From an optimization exercise on the open Yosys and OpenROAD flow, aimed at small area and a short achievable clock period; shortcuts taken in it are not production practice. At most, simulation tests tie the RTL to the original design; equivalence was not proved. Power figures rest on the tool's default switching activity, not on a simulated workload.

## dynode_readout_top
module dynode_readout_top (
   input  logic                clk,
   input  logic                rst,
   input  logic                evt_strobe,
   input  dynode_pkg::evtime_t             evt_time,
   input  logic                ene_load,
   input  dynode_pkg::energy_t             energy,
   input  dynode_pkg::raw_t                raw_sample,
   input  dynode_pkg::sample_t             blcor_sample,
   input  logic                trigger,
   input  logic [1:0]          data_mode,
   input  logic [1:0]          channel_select,
   input  logic [4-1:0]   data_delay_len,
   input  logic                fifo_ren,
   input  dynode_pkg::link_word_t          link_word,
   output logic [8-1:0]  mcu_trigger,
   output logic [12-1:0] event_whole,
   output logic [12-1:0]  event_frac,
   output dynode_pkg::fifo_word_t          fifo_rdata,
   output logic                fifo_not_empty,
   output logic                fifo_nearly_full,
   output logic                bitslip,
   output logic                link_aligned,
   output logic [15:0]         bitslip_count
);
   logic [7:0]  ev_whole_q;
   logic        frame_load;
   logic [11:0] latched_energy;
   always_ff @(posedge clk) begin
  ...
For scale: about 3,000 cells after synthesis, about 1,500 flip-flops, about 140 I/O pins, ~48,000 µm² of cells after synthesis.
clock: 6.0 ns
lec_check: 0
cap_margin: 20
core_margin: 2
core_utilization: 40
setup_slack_margin: 3.7
slew_margin: 20
standard.sh (not shown) runs the stock make flow with config.mk's settings and CLKGATE_MAP_FILE= SYNTH_SCRIPT=/design/flow/synth_recipe.tcl, a recipe that flattens the netlist after the stock synthesis.
==> flow/flow/run.sh <==
#!/bin/bash
set -euo pipefail
export BUFFER_PORTS_ARGS="-buffer_cell sky130_fd_sc_hd__buf_1"
export CTS_ARGS="-sink_clustering_enable -repair_clock_nets -sink_clustering_size 12 -sink_clustering_max_diameter 45 -dont_use_dummy_load -buf_list sky130_fd_sc_hd__clkbuf_8 -root_buf sky130_fd_sc_hd__clkbuf_16"
bash standard.sh finish > make_finish.log 2>&1
The starting point produced a clean layout.
==> next run, changes <==
==> flow/flow/run.sh (replaced) <==
#!/bin/bash
set -euo pipefail
export BUFFER_PORTS_ARGS="-buffer_cell sky130_fd_sc_hd__buf_1"
export CTS_ARGS="-sink_clustering_enable -repair_clock_nets -sink_clustering_size 16 -sink_clustering_max_diameter 60 -dont_use_dummy_load -buf_list sky130_fd_sc_hd__clkbuf_8 -root_buf sky130_fd_sc_hd__clkbuf_16"
bash standard.sh finish > make_finish.log 2>&1
- SETUP_SLACK_MARGIN: 3.7 -> 3.6
Effect: The changed run finished with timing, DRC and antenna clean. Non-clock buffer count shrinks by 12. Worst hold slack gains 33 ps. Global-route usage went down by 0.26 points. Area after synthesis is unchanged. Final area went down by 2.5%. Via count fell by 1.3%. Wire length is lower by 0.87%. Setup slack loses 55 ps. First-iteration DRC count grows by 12%. Sequential power stays flat.
==> next run, changes <==
- GPL_ROUTABILITY_DRIVEN: unset -> 0
- SETUP_SLACK_MARGIN: 3.6 -> 3.7
After rerunning:
- cell area grows slightly
- non-clock buffer count rose by 5
- core utilization went up by 0.60 points
- critical path depth decreases by 4
- clock power stays flat
- die area stays the same
==> next run, changes <==
- CORE_UTILIZATION: 40 -> 50
- GPL_ROUTABILITY_DRIVEN: 0 -> unset
=> The changed run ran to the end with no violations. Routed wire length is about the same. Clock-buffer cell count climbs by 2. Core utilization climbs by 11 points.

---

Another version of the RTL of dynode_readout_top (not shown whole).
Size: ~3,000 cells after synthesis, roughly 140 I/O pins, roughly 46,000 um^2 of cells after synthesis.
Settings: LEC_CHECK=0, CAP_MARGIN=20, CORE_MARGIN=2, CORE_UTILIZATION=40, SETUP_SLACK_MARGIN=3.75, SLEW_MARGIN=20; clock period 6.0 ns.
==> flow/flow/run.sh <==
#!/bin/bash
set -euo pipefail
export CTS_ARGS="-sink_clustering_enable -repair_clock_nets -sink_clustering_size 30 -sink_clustering_max_diameter 60 -dont_use_dummy_load"
bash standard.sh finish > make_finish.log 2>&1
==> next run, changes <==
==> flow/run.sh (new file) <==
#!/bin/bash
# synth_recipe.tcl (not shown) runs the flow's synth.tcl, then flattens the netlist and writes it again
# the make line also repeats each setting of config.mk as NAME=value (left out here)
make -C /OpenROAD-flow-scripts/flow DESIGN_CONFIG=/design/flow/config.mk WORK_HOME=/design/flow/orfs CLKGATE_MAP_FILE= SYNTH_SCRIPT=/design/flow/synth_recipe.tcl finish
Settings changed: SETUP_SLACK_MARGIN 3.75 to 3.6.
removed: flow/flow/run.sh
removed: flow/standard.sh
What happened: The changed run produced a clean layout; worst setup slack loses 150 ps; area after synthesis does not change; sequential share of layout area decreases by 1.8 points; cell area came out higher by 2.7%.
No functional check of the RTL was part of any run of this note.

---

The RTL this note starts from:
==> flow/design.v <==
package dynode_pkg;
   typedef logic [12-1:0] sample_t;      
   typedef logic [8-1:0]    raw_t;         
   typedef logic [24-1:0]   evtime_t;      
   typedef logic [12-1:0] energy_t;      
   typedef logic [16-1:0]   fifo_word_t;
   typedef logic [4-1:0]   link_word_t;
   typedef enum logic [1:0] {
      MODE_ENERGY      = 2'd0,    
      MODE_RAW         = 2'd1,    
      MODE_BLCOR       = 2'd2,    
      MODE_BLCOR_SHORT = 2'd3     
   } readout_mode_t;
   typedef enum logic [2:0] {
      FS_IDLE,
      FS_PREAMBLE,
      FS_NWORDS,
      FS_MASK,
      FS_DATA
   } frame_state_t;
   typedef enum logic [2:0] {
      AL_SETTLE,                  
      AL_CHECK,                   
      AL_SLIP,                    
      AL_WAIT,                    
      AL_HALT                     
   } align_state_t;
   typedef struct packed {
      logic    evt_strobe;        
      evtime_t evt_time;
      logic    ene_load;          
      energy_t energy;
   } event_in_t;
endpackage
`timescale 1ns/1ns
module dynode_readout_top (
   input  logic                clk,
   input  logic                rst,
   input  logic                evt_strobe,
   input  dynode_pkg::evtime_t             evt_time,
   input  logic                ene_load,
   input  dynode_pkg::energy_t             energy,
   input  dynode_pkg::raw_t                raw_sample,
   input  dynode_pkg::sample_t             blcor_sample,
   input  logic                trigger,
   input  logic [1:0]          data_mode,
   input  logic [1:0]          channel_select,
   input  logic [4-1:0]   data_delay_len,
   input  logic                fifo_ren,
   input  dynode_pkg::link_word_t          link_word,
   output logic [8-1:0]  mcu_trigger,
   output logic [12-1:0] event_whole,
   output logic [12-1:0]  event_frac,
   output dynode_pkg::fifo_word_t          fifo_rdata,
   output logic                fifo_not_empty,
   output logic                fifo_nearly_full,
   output logic                bitslip,
   output logic                link_aligned,
   output logic [15:0]         bitslip_count
);
   logic [7:0]  ev_whole_q;
   logic        frame_load;
   logic [11:0] latched_energy;
   always_ff @(posedge clk) begin
      if (rst) begin
         mcu_trigger <= 8'hFF;
         frame_load  <= 1'b0;
      end else begin
         if (!evt_strobe)
            mcu_trigger <= 8'hFF;
         else if (&evt_time[11:6])
            mcu_trigger <= 8'hF8;
         else
            mcu_trigger <= evt_time[11:4];
         frame_load <= ene_load | trigger;
      end
   end
   always_ff @(posedge clk) begin
      ev_whole_q <= evt_time[19:12];
      event_frac <= evt_time[11:0];
   end
   assign event_whole = {4'b0, ev_whole_q};
   always_ff @(posedge clk)
      if (ene_load)
         latched_energy <= energy;
   logic [11:0] blcor_q [15];
   logic [11:0] head_q  [4];
   logic [11:0] prog_q  [16];
   logic [11:0] delayed_sample;
   always_ff @(posedge clk) begin
      blcor_q[0] <= blcor_sample;
      for (int i = 1; i < 15; i++)
         blcor_q[i] <= blcor_q[i-1];
      if (data_mode == 2'd1)
         head_q[0] <= {4'b0, raw_sample};
      else
         head_q[0] <= blcor_q[14];
      for (int i = 1; i < 4; i++)
         head_q[i] <= head_q[i-1];
      prog_q[0] <= head_q[3];
      for (int i = 1; i < 16; i++)
         prog_q[i] <= prog_q[i-1];
      delayed_sample <= prog_q[data_delay_len];
   end
   localparam logic [2:0] FS_IDLE = 3'd0, FS_PREAMBLE = 3'd1, FS_NWORDS = 3'd2,
                          FS_MASK = 3'd3, FS_DATA = 3'd4;
   logic [2:0]  fstate;
   logic [5:0]  words_left;
   logic [5:0]  nwords;
   logic        fifo_wen;
   logic [12:0] fifo_wdata;
   always_comb begin
      case (data_mode)
         2'd0:    nwords = 6'd1;
         2'd3:    nwords = 6'd17;
         default: nwords = 6'd33;
      endcase
   end
   always_ff @(posedge clk) begin
      if (rst) begin
         fstate     <= FS_IDLE;
         fifo_wen   <= 1'b0;
         words_left <= '0;
      end else begin
         case (fstate)
            FS_IDLE: begin
               fifo_wen   <= 1'b0;
               words_left <= nwords;
               if (frame_load)
                  fstate <= FS_PREAMBLE;
            end
            FS_PREAMBLE: begin
               fifo_wen <= 1'b1;
               fstate   <= FS_NWORDS;
            end
            FS_NWORDS: begin
               fifo_wen <= 1'b1;
               fstate   <= FS_MASK;
            end
            FS_MASK: begin
               fifo_wen <= 1'b1;
               fstate   <= FS_DATA;
            end
            FS_DATA: begin
               fifo_wen   <= 1'b1;
               words_left <= words_left - 6'd1;
               if (words_left == 6'd1)
                  fstate <= FS_IDLE;
            end
            default: begin
               fifo_wen <= 1'b0;
               fstate   <= FS_IDLE;
            end
         endcase
      end
   end
   always_ff @(posedge clk) begin
      case (fstate)
         FS_PREAMBLE: fifo_wdata <= 13'h15A5;
         FS_NWORDS:   fifo_wdata <= {7'b0, nwords};
         FS_MASK:     fifo_wdata <= {9'b0, 4'b0001 << channel_select};
         FS_DATA:     fifo_wdata <= {1'b0, (words_left == 6'd1) ? latched_energy : delayed_sample};
         default:     fifo_wdata <= fifo_wdata;
      endcase
   end
   logic [12:0] mem [64];
   logic [5:0]  wr_ptr;
   logic [5:0]  rd_nxt;                           
   logic [6:0]  count;
   logic        full_q, le1_q;
   logic [12:0] head_word;
   logic        do_wr, do_rd;
   logic [6:0]  cnt_a;
   assign do_wr = fifo_wen & ~full_q;
   assign do_rd = fifo_ren & fifo_not_empty;
   assign cnt_a = count + {6'b0, do_wr};
   always_ff @(posedge clk)
      if (do_wr)
         mem[wr_ptr] <= fifo_wdata;
   always_ff @(posedge clk) begin
      if (rst) begin
         wr_ptr           <= '0;
         rd_nxt           <= 6'd1;
         count            <= '0;
         fifo_not_empty   <= 1'b0;
         fifo_nearly_full <= 1'b0;
         full_q           <= 1'b0;
         le1_q            <= 1'b1;
      end else begin
         if (do_wr)
            wr_ptr <= wr_ptr + 6'd1;
         if (do_rd) begin
            rd_nxt           <= rd_nxt + 6'd1;
            count            <= cnt_a - 7'd1;
            fifo_not_empty   <= cnt_a >= 7'd2;
            fifo_nearly_full <= cnt_a >= 7'd57;
            full_q           <= 1'b0;
            le1_q            <= cnt_a <= 7'd2;
         end else begin
            count            <= cnt_a;
            fifo_not_empty   <= cnt_a >= 7'd1;
            fifo_nearly_full <= cnt_a >= 7'd56;
            full_q           <= cnt_a == 7'd64;
            le1_q            <= cnt_a <= 7'd1;
         end
      end
   end
   always_ff @(posedge clk)
      if (fifo_ren | ~fifo_not_empty)
         head_word <= le1_q ? fifo_wdata : mem[rd_nxt];
   assign fifo_rdata = {head_word[12], 1'b0, head_word[12], 1'b0, head_word[11:0]};
   localparam logic [2:0] AL_SETTLE = 3'd0, AL_CHECK = 3'd1, AL_SLIP = 3'd2,
                          AL_WAIT = 3'd3, AL_HALT = 3'd4;
   logic [2:0] astate;
   logic [3:0] cyc_cnt;
   always_ff @(posedge clk) begin
      if (rst) begin
         astate  <= AL_SETTLE;
         cyc_cnt <= '0;
      end else begin
         case (astate)
            AL_SETTLE: begin
               cyc_cnt <= cyc_cnt + 4'd1;
               if (cyc_cnt == 4'd7) begin
                  cyc_cnt <= '0;
                  astate  <= AL_CHECK;
               end
            end
            AL_CHECK:
               astate <= link_word[3] ? AL_HALT : AL_SLIP;
            AL_SLIP: begin
               cyc_cnt <= '0;
               astate  <= AL_WAIT;
            end
            AL_WAIT: begin
               cyc_cnt <= cyc_cnt + 4'd1;
               if (cyc_cnt == 4'd4) begin
                  cyc_cnt <= '0;
                  astate  <= AL_CHECK;
               end
            end
            AL_HALT: begin
               cyc_cnt <= '0;
               if (!link_word[3])
                  astate <= AL_SETTLE;
            end
            default: begin
               cyc_cnt <= '0;
               astate  <= AL_SETTLE;
            end
         endcase
      end
   end
   always_ff @(posedge clk) begin
      if (rst) begin
         bitslip       <= 1'b0;
         link_aligned  <= 1'b0;
         bitslip_count <= '0;
      end else begin
         bitslip      <= (astate == AL_SLIP);
         link_aligned <= (astate == AL_HALT);
         if (bitslip)
            bitslip_count <= bitslip_count + 16'd1;
      end
   end
endmodule
export LEC_CHECK = 0
export CAP_MARGIN = 20
export CORE_MARGIN = 2
export CORE_UTILIZATION = 40
export SLEW_MARGIN = 20
create_clock -name core_clock -period 6.0 [get_ports {clk}]
run.sh (not shown) runs the stock make flow with config.mk's settings and CLKGATE_MAP_FILE= SYNTH_SCRIPT=/design/flow/synth_recipe.tcl, a recipe that flattens the netlist after the stock synthesis.
Stock flow here: none of the scripts above is used.
The baseline produced a clean layout.
Change:
ABC_CLOCK_PERIOD_IN_PS = 2200   (was unset)
SETUP_SLACK_MARGIN = 3.8   (was unset)
What happened: The changed run passed the timing, design-rule and antenna checks; wire length went up by 8.7%; total power went up by 3.4%; clock skew is about the same; worst setup slack is better by 0.82 ns; design area went up by 4.8%; maximum frequency went up by 31%; via count went up by 3.8%.
Change:
ABC_CLOCK_PERIOD_IN_PS = unset   (was 2200)
The new run went through all stages and came out clean.
Die area stays the same.
Area after synthesis is unchanged.
Cell area stays the same.

---

## cedar
RTL: one of the versions met above, not the one the previous note started from.
Size in the first run: about 3000 cells after synthesis, ~1400 flip-flops, ~140 I/O pins, roughly 0.046 mm² of cells after synthesis.
==> flow/design.v (excerpt) <==
module dynode_readout_top (
   input  logic                clk,
   input  logic                rst,
   input  logic                evt_strobe,
   input  dynode_pkg::evtime_t             evt_time,
   input  logic                ene_load,
   input  dynode_pkg::energy_t             energy,
   input  dynode_pkg::raw_t                raw_sample,
   input  dynode_pkg::sample_t             blcor_sample,
   input  logic                trigger,
   input  logic [1:0]          data_mode,
   input  logic [1:0]          channel_select,
   input  logic [4-1:0]   data_delay_len,
   input  logic                fifo_ren,
   input  dynode_pkg::link_word_t          link_word,
   output logic [8-1:0]  mcu_trigger,
   output logic [12-1:0] event_whole,
   output logic [12-1:0]  event_frac,
   output dynode_pkg::fifo_word_t          fifo_rdata,
   output logic                fifo_not_empty,
   output logic                fifo_nearly_full,
   output logic                bitslip,
   output logic                link_aligned,
   output logic [15:0]         bitslip_count
);
   logic [7:0]  ev_whole_q;
   logic        frame_load;
   logic [11:0] latched_energy;
   always_ff @(posedge clk) begin
      if (rst) begin
         mcu_trigger <= 8'hFF;
         frame_load  <= 1'b0;
      end else begin
         if (!evt_strobe)
            mcu_trigger <= 8'hFF;
         else if (&evt_time[11:6])
            mcu_trigger <= 8'hF8;
         else
            mcu_trigger <= evt_time[11:4];
         frame_load <= ene_load | trigger;
      end
   end
   always_ff @(posedge clk) begin
      ev_whole_q <= evt_time[19:12];
      event_frac <= evt_time[11:0];
   end
   assign event_whole = {4'b0, ev_whole_q};
   always_ff @(posedge clk)
      if (ene_load)
         latched_energy <= energy;
   logic [11:0] blcor_q [15];
   logic [11:0] head_q  [4];
   logic [11:0] prog_q  [16];
   logic [11:0] delayed_sample;
  ...
==> flow/config.mk <==
export PLATFORM = sky130hd
export DESIGN_NAME = dynode_readout_top
export DESIGN_NICKNAME = dynode_readout_top
export VERILOG_FILES = /design/flow/design.v
export SDC_FILE = /design/flow/constraint.sdc
export NUM_CORES = 4
export LEC_CHECK = 0
export CAP_MARGIN = 20
export CORE_MARGIN = 2
export CORE_UTILIZATION = 40
export CTS_CLUSTER_DIAMETER = 60
export CTS_CLUSTER_SIZE = 30
export SETUP_SLACK_MARGIN = 3.5
export SLEW_MARGIN = 20
export TNS_END_PERCENT = 20
==> flow/constraint.sdc <==
create_clock -name core_clock -period 6.0 [get_ports {clk}]
set_input_delay 1.2000 -clock core_clock [delete_from_list [all_inputs] [get_ports {clk}]]
set_output_delay 1.2000 -clock core_clock [all_outputs]
set_load 0.01 [all_outputs]
Input changes introduced in nickel (baseline for comparison: cedar):
# cedar
export LEC_CHECK = 0
export CAP_MARGIN = 20
export CORE_MARGIN = 2
export CORE_UTILIZATION = 40
export CTS_CLUSTER_DIAMETER = 60
export CTS_CLUSTER_SIZE = 30
export SETUP_SLACK_MARGIN = 3.5
export SLEW_MARGIN = 20
export TNS_END_PERCENT = 20
create_clock -name core_clock -period 6.0 [get_ports {clk}]
# nickel
export LEC_CHECK = 0
export CAP_MARGIN = 20
export CORE_MARGIN = 2
export CORE_UTILIZATION = 40
export SETUP_SLACK_MARGIN = 3.55
export SLEW_MARGIN = 20
create_clock -name core_clock -period 6.0 [get_ports {clk}]
==> flow/flow/run.sh (new file) <==
#!/bin/bash
set -euo pipefail
export BUFFER_PORTS_ARGS="-buffer_cell sky130_fd_sc_hd__buf_1"
export CTS_ARGS="-sink_clustering_enable -repair_clock_nets -sink_clustering_size 30 -sink_clustering_max_diameter 60 -dont_use_dummy_load"
bash standard.sh finish > make_finish.log 2>&1
==> flow/standard.sh (new file) <==
#!/bin/bash
# synth_recipe.tcl (not shown) runs the flow's synth.tcl, then flattens the netlist and writes it again
# the make line also repeats each setting of config.mk as NAME=value (left out here)
make -C /OpenROAD-flow-scripts/flow DESIGN_CONFIG=/design/flow/config.mk WORK_HOME=/design/flow/orfs CLKGATE_MAP_FILE= SYNTH_SCRIPT=/design/flow/synth_recipe.tcl "${@:-finish}"
removed: flow/run.sh
==> summary.txt <==
- Against cedar, detailed-route wire length in nickel came out worse.
- Between cedar and nickel, the difference in via count is negligible.
- Destination of the critical timing path: head_word[3] -> cedar, head_word[10] -> nickel
- cedar → nickel: final cell count without fillers ~0 delta; worst setup slack after layout +200 ps.
## Diff of input files: ember against nickel
--- a/flow/flow/run.sh
+++ b/flow/flow/run.sh
@@ -3 +2,0 @@
-export BUFFER_PORTS_ARGS="-buffer_cell sky130_fd_sc_hd__buf_1"
Compared with nickel, in ember total met3 wirelength after detailed routing higher, final critical-path setup slack lost 45 ps, clock network power consumption held, data-path buffer share of cell area in the final layout higher.
No functional check of the RTL was part of any run of this note.

==> separate check: timing with driven ports <==
The results above use ideal ports. As a check the final layouts listed here were re-extracted and re-timed, cells and wires unchanged. Step 1 assumes that a clkbuf_16 drives the clock port and a buf_2 every other input. Step 2 adds t to the input delays and takes it off the output delays; t is the mean of the earliest and latest rising clock arrival at the registers after step 1. Input paths then give back, and output paths get back, about the clock's delay inside the block. a / b / c = ideal / step 1 / step 2; a / b = the first two.
run	t, ns	setup slack, ns	worst setup path at the end	clock arrival spread, ns	slew at the worst register clock pin (ns)
the first run of note 1	0.771	3.584 / 3.517 / 3.143	input to register	0.076 / 0.076	0.08 / 0.08
the second run of note 1	0.713	3.529 / 3.529 / 3.091	input to register	0.059 / 0.058	0.10 / 0.10
the third run of note 1	0.718	3.635 / 3.569 / 3.139	input to register	0.070 / 0.070	0.11 / 0.11
the fourth run of note 1	0.704	3.550 / 3.550 / 3.162	input to register	0.067 / 0.067	0.11 / 0.11
the first run of note 2	0.741	3.476 / 3.411 / 3.127	input to register	0.121 / 0.121	0.10 / 0.10
the second run of note 2	0.838	3.326 / 3.255 / 2.867	input to register	0.051 / 0.052	0.07 / 0.07
the first run of note 3	0.816	2.549 / 2.594 / 1.778	input to register	0.052 / 0.052	0.06 / 0.06
the second run of note 3	0.843	3.367 / 3.289 / 3.026	input to register	0.045 / 0.044	0.07 / 0.07
the third run of note 3	0.843	3.367 / 3.289 / 3.026	input to register	0.045 / 0.044	0.07 / 0.07
cedar	0.772	3.178 / 3.178 / 2.687	input to register	0.077 / 0.078	0.10 / 0.10
nickel	0.747	3.374 / 3.374 / 2.930	input to register	0.130 / 0.130	0.10 / 0.10
ember	0.732	3.329 / 3.329 / 2.888	input to register	0.123 / 0.123	0.10 / 0.10
After both steps setup and hold are still met in every run listed. The setup slack of the first run of note 3, which loses most, moves by +0.045 ns with the drivers and by -0.771 ns with both steps.
